This is an optimization exercise on Yosys and OpenROAD, whose aim is small area and a short achievable clock period, not a production implementation.
At most, simulation tests tie the RTL to the original design; equivalence was not proved.
Power is estimated from default activity; no workload was simulated.

==> run a <==
==> flow/design.v <==
module fifo_flag_1clk (
  input  logic       clk,
  input  logic       rst_n,
  input  logic       wrreq,
  input  logic [7:0] wrdin,
  output logic       wrfull,
  output logic       wrafull,
  output logic [9:0] wrusedw,
  output logic       wroverflow,
  input  logic       rdreq,
  output logic [7:0] rddout,
  output logic       rdempty,
  output logic       rdaempty,
  output logic [9:0] rdusedw,
  output logic       rdunderflow
);
  async_fifo_flag u_fifo (
    .rst_n      (rst_n),
    .wrclk      (clk),
    .rdclk      (clk),
    .wrreq      (wrreq),
    .wrdin      (wrdin),
    .wrfull     (wrfull),
    .wrafull    (wrafull),
    .wrusedw    (wrusedw),
    .wroverflow (wroverflow),
    .rdreq      (rdreq),
    .rddout     (rddout),
    .rdempty    (rdempty),
    .rdaempty   (rdaempty),
    .rdusedw    (rdusedw),
    .rdunderflow(rdunderflow)
  );
endmodule

module async_fifo_flag #(
  parameter int unsigned DATA_W      = 8,
  parameter int unsigned ADDR_W      = 9,
  parameter int unsigned SYNC_STAGES = 2,
  parameter int unsigned SHOW_AHEAD  = 1,
  parameter int unsigned AFULL_TH    = 480,
  parameter int unsigned AEMPTY_TH   = 32
) (
  input  logic              rst_n,
  input  logic              wrclk,
  input  logic              rdclk,
  input  logic              wrreq,
  input  logic [DATA_W-1:0] wrdin,
  output logic              wrfull,
  output logic              wrafull,
  output logic [ADDR_W:0]   wrusedw,
  output logic              wroverflow,
  input  logic              rdreq,
  output logic [DATA_W-1:0] rddout,
  output logic              rdempty,
  output logic              rdaempty,
  output logic [ADDR_W:0]   rdusedw,
  output logic              rdunderflow
);
  localparam int unsigned PtrW  = ADDR_W + 1;
  localparam int unsigned Depth = 1 << ADDR_W;
  localparam int unsigned BankW = 3;
  localparam int unsigned NB    = 1 << BankW;
  localparam int unsigned RowW  = ADDR_W - BankW;
  localparam int unsigned Rows  = 1 << RowW;
  localparam logic [PtrW-1:0] Full     = PtrW'(Depth);
  localparam logic [PtrW-1:0] AFullTh  = PtrW'(AFULL_TH);
  localparam logic [PtrW-1:0] AEmptyTh = PtrW'(AEMPTY_TH);
  logic [PtrW-1:0]   wu_q, ru_q;
  logic              wfull_q, wafull_q, wovf_q;
  logic              rempty_q, raempty_q, rudf_q;
  logic [DATA_W-1:0] dout_q;
  logic              we, re;
  logic              we_d1, we_d2, re_d1, re_d2;
  logic [ADDR_W-1:0] wp_q;
  logic [BankW-1:0]  fb_q;
  logic [PtrW-1:0]   nf_q;
  logic [1:0]        qn_q;
  logic [DATA_W-1:0] q0_q, q1_q;
  logic              fe;
  logic [DATA_W-1:0] fd, l0, l1, q0_d;
  logic [DATA_W-1:0] bo_q [NB];
  assign we = wrreq & ~wfull_q;
  assign re = rdreq & ~rempty_q;
  for (genvar b = 0; b < NB; b++) begin : g_bank
    logic [DATA_W-1:0] mem [Rows];
    logic [RowW-1:0]   row_q;
    always_ff @(posedge wrclk) begin
      if (we && wp_q[BankW-1:0] == BankW'(b)) begin
        mem[wp_q[ADDR_W-1:BankW]] <= wrdin;
      end
      bo_q[b] <= mem[row_q];
    end
    always_ff @(posedge rdclk or negedge rst_n) begin
      if (!rst_n) begin
        row_q <= '0;
      end else if (fe && fb_q == BankW'(b)) begin
        row_q <= row_q + 1'b1;
      end
    end
  end
  logic [PtrW-1:0] wu_a, wu_b, wu_d;
  logic            wfull_a, wfull_b, wafull_a, wafull_b;
  assign wu_a     = wu_q - PtrW'(re_d2);
  assign wu_b     = wu_a + 1'b1;
  assign wfull_a  = (wu_a == Full);
  assign wfull_b  = (wu_b == Full);
  assign wafull_a = (wu_a >= AFullTh);
  assign wafull_b = (wu_b >= AFullTh);
  assign wu_d     = we ? wu_b : wu_a;
  logic [PtrW-1:0] ru_a, ru_b, ru_d;
  logic            rempty_a, rempty_b, raempty_a, raempty_b, rempty_d;
  assign ru_a      = ru_q + PtrW'(we_d2);
  assign ru_b      = ru_a - 1'b1;
  assign rempty_a  = (ru_a == '0);
  assign rempty_b  = (ru_b == '0);
  assign raempty_a = (ru_a <= AEmptyTh);
  assign raempty_b = (ru_b <= AEmptyTh);
  assign ru_d      = re ? ru_b : ru_a;
  assign rempty_d  = re ? rempty_b : rempty_a;
  assign fe   = (nf_q != '0) & ~qn_q[1];
  assign fd   = bo_q[fb_q];
  assign l0   = (qn_q != 2'd0) ? q0_q : fd;
  assign l1   = qn_q[1] ? q1_q : fd;
  assign q0_d = re ? l1 : l0;
  always_ff @(posedge wrclk or negedge rst_n) begin
    if (!rst_n) begin
      wu_q      <= '0;
      wfull_q   <= 1'b0;
      wafull_q  <= 1'b0;
      wovf_q    <= 1'b0;
      ru_q      <= '0;
      rempty_q  <= 1'b1;
      raempty_q <= 1'b1;
      rudf_q    <= 1'b0;
      dout_q    <= '0;
      we_d1     <= 1'b0;
      we_d2     <= 1'b0;
      re_d1     <= 1'b0;
      re_d2     <= 1'b0;
      wp_q      <= '0;
      fb_q      <= '0;
      nf_q      <= '0;
      qn_q      <= '0;
    end else begin
      wu_q      <= wu_d;
      wfull_q   <= we ? wfull_b : wfull_a;
      wafull_q  <= we ? wafull_b : wafull_a;
      wovf_q    <= wrreq & wfull_q;
      ru_q      <= ru_d;
      rempty_q  <= rempty_d;
      raempty_q <= re ? raempty_b : raempty_a;
      rudf_q    <= rdreq & rempty_q;
      dout_q    <= rempty_d ? '0 : q0_d;
      we_d1     <= we;
      we_d2     <= we_d1;
      re_d1     <= re;
      re_d2     <= re_d1;
      wp_q      <= wp_q + ADDR_W'(we);
      fb_q      <= fb_q + BankW'(fe);
      nf_q      <= nf_q + PtrW'(we_d1) - PtrW'(fe);
      qn_q      <= qn_q + 2'(fe) - 2'(re);
    end
  end
  always_ff @(posedge rdclk) begin
    q0_q <= q0_d;
    q1_q <= l1;
  end
  assign wrusedw     = wu_q;
  assign wrfull      = wfull_q;
  assign wrafull     = wafull_q;
  assign wroverflow  = wovf_q;
  assign rdusedw     = ru_q;
  assign rdempty     = rempty_q;
  assign rdaempty    = raempty_q;
  assign rdunderflow = rudf_q;
  assign rddout      = dout_q;
endmodule
==> flow/run.sh <==
#!/bin/bash
# synth_recipe.tcl (not shown) runs the flow's synth.tcl, then flattens the netlist and writes it again
# the make line also repeats each setting of config.mk as NAME=value (left out here)
make -C /OpenROAD-flow-scripts/flow DESIGN_CONFIG=/design/flow/config.mk WORK_HOME=/design/flow/orfs CLKGATE_MAP_FILE= SYNTH_SCRIPT=/design/flow/synth_recipe.tcl finish
==> flow/config.mk <==
export PLATFORM = sky130hd
export DESIGN_NAME = fifo_flag_1clk
export DESIGN_NICKNAME = fifo_flag_1clk
export VERILOG_FILES = /design/flow/design.v
export SDC_FILE = /design/flow/constraint.sdc
export NUM_CORES = 4
export LEC_CHECK = 0
export CAP_MARGIN = 20
export CORE_MARGIN = 2
export CORE_UTILIZATION = 55
export SETUP_SLACK_MARGIN = 5
export SLEW_MARGIN = 20
export SYNTH_MEMORY_MAX_BITS = 8192
export TNS_END_PERCENT = 100
==> flow/constraint.sdc <==
create_clock -name core_clock -period 8.5 [get_ports {clk}]
set_input_delay 1.7000 -clock core_clock [delete_from_list [all_inputs] [get_ports {clk}]]
set_output_delay 1.7000 -clock core_clock [all_outputs]
set_load 0.01 [all_outputs]
==> run b: changes against run a <==
--- a/flow/design.v
+++ b/flow/design.v
@@ -75,4 +75,9 @@
   logic [ADDR_W-1:0] wp_q;
+  logic [NB-1:0]     wbank_q;
+  logic [RowW-1:0]   wrow_q;
+  logic [DATA_W-1:0] wd_q, wd2_q;
+  logic              byp_q;
   logic [BankW-1:0]  fb_q;
   logic [PtrW-1:0]   nf_q;
+  logic              nz_q, n1_q;
   logic [1:0]        qn_q;
@@ -87,7 +92,16 @@
     logic [RowW-1:0]   row_q;
+    logic [Rows-1:0]   rsel;
+    logic [DATA_W-1:0] rd_w;
     always_ff @(posedge wrclk) begin
-      if (we && wp_q[BankW-1:0] == BankW'(b)) begin
-        mem[wp_q[ADDR_W-1:BankW]] <= wrdin;
-      end
-      bo_q[b] <= mem[row_q];
+      if (wbank_q[b]) begin
+        mem[wrow_q] <= wd_q;
+      end
+      bo_q[b] <= rd_w;
+    end
+    always_comb begin
+      rd_w = '0;
+      for (int r = 0; r < Rows; r++) begin
+        rsel[r] = (row_q == RowW'(r));
+        rd_w = rd_w | (mem[r] & {DATA_W{rsel[r]}});
+      end
     end
@@ -120,4 +134,4 @@
   assign rempty_d  = re ? rempty_b : rempty_a;
-  assign fe   = (nf_q != '0) & ~qn_q[1];
-  assign fd   = bo_q[fb_q];
+  assign fe   = nz_q & ~qn_q[1];
+  assign fd   = byp_q ? wd2_q : bo_q[fb_q];
   assign l0   = (qn_q != 2'd0) ? q0_q : fd;
@@ -144,2 +158,6 @@
       qn_q      <= '0;
+      wbank_q   <= '0;
+      byp_q     <= 1'b0;
+      nz_q      <= 1'b0;
+      n1_q      <= 1'b0;
     end else begin
@@ -162,3 +180,15 @@
       qn_q      <= qn_q + 2'(fe) - 2'(re);
-    end
+      for (int i = 0; i < NB; i++) begin
+        wbank_q[i] <= we && wp_q[BankW-1:0] == BankW'(i);
+      end
+      byp_q     <= we_d1 & (~nz_q | (n1_q & fe));
+      nz_q      <= we_d1 | (nz_q & ~(n1_q & fe));
+      n1_q      <= (~nz_q & we_d1) | (n1_q & (we_d1 == fe)) |
+                   ((nf_q == PtrW'(2)) & fe & ~we_d1);
+    end
+  end
+  always_ff @(posedge wrclk) begin
+    wrow_q <= wp_q[ADDR_W-1:BankW];
+    wd_q   <= wrdin;
+    wd2_q  <= wd_q;
   end
==> flow/flow/run.sh (new file) <==
#!/bin/bash
set -euo pipefail
bash standard.sh SETUP_SLACK_MARGIN=5.5 finish > standard_make.log 2>&1
==> flow/standard.sh (new file) <==
#!/bin/bash
# synth_recipe.tcl (not shown) runs the flow's synth.tcl, then flattens the netlist and writes it again
# the make line also repeats each setting of config.mk as NAME=value (left out here)
make -C /OpenROAD-flow-scripts/flow DESIGN_CONFIG=/design/flow/config.mk WORK_HOME=/design/flow/orfs CLKGATE_MAP_FILE= SYNTH_SCRIPT=/design/flow/synth_recipe.tcl "${@:-finish}"
Settings changed: CORE_UTILIZATION 55 to 50, SETUP_SLACK_MARGIN 5 to unset, SLEW_MARGIN 20 to 40.
removed: flow/run.sh
==> results.txt <==
quantity	run b	run a
Status	timing/DRC/antenna clean	timing/DRC/antenna clean
Post-layout nets	10,800	7,527
Overall power consumption	0.0534 W	0.0587 W
Clock buffers created by TritonCTS	438	420
Non-filler instance count after layout	15,600	11,800
Share of cell area taken by muxes after synthesis	0.00947	0.184
Vias per inst	7.19	6.69
Fraction of power spent switching nets	0.291	0.287
Distinct cell type count after synthesis	90	76
Gate power share	0.176	0.250
RD Place Congestion	1.04	0.879
Fillers	24,800	19,800
Number of nets produced by synthesis	10,000	7,277
Power dissipated in sequential cells	0.0245 W	0.0249 W
Critical path depth	1	7
Internal power	0.0378 W	0.0419 W
Number of instances in the synthesized netlist	9,962	7,227
Minimum period implied by the final worst setup slack	3.40 ns	3.64 ns
Met1 Use GR	0.569	0.443
Fraction of area in multi-input gates	0.193	0.201
Average wire length per cell after detail routing	45.2 microns	38.5 microns
Setup Slack @ Placement	4.36 ns	3.23 ns
Global-route track usage on met3	0.129	0.0607
Hold Slack	0.465 ns	0.359 ns
Fin util	0.588	0.624
Routed length on met2	305 mm	212 mm
Share of cells above drive strength 1	0.192	0.331
No functional check of the RTL was part of run a.

## afterwards: timing with drivers on the ports
No port has a modelled driver above. Below, the same layouts with a new extraction and two added sets of constraints.
Step 1, drivers: a clkbuf_16 drives clk and a buf_2 each remaining input, both assumed.
Step 2 moves the port delays by t, midway between the first and last clock arrival at a register: inputs arrive t later, outputs are due t later. That takes back most of the time a late clock gives input paths.
Three values: ideal ports, drivers, drivers and shift; two values: the first two.
| run | shift t [ns] | setup WS [ns] | worst setup path after step 2 |
|---|---|---|---|
| run a | 1.047 | 4.857 / 4.866 / 3.885 | input to register |
| run b | 1.107 | 5.097 / 4.977 / 4.538 | input to register |
After both steps every run listed still meets setup and hold. For run a, which loses most, drivers alone change the setup slack by +0.009 ns; drivers and shift together by -0.972 ns.
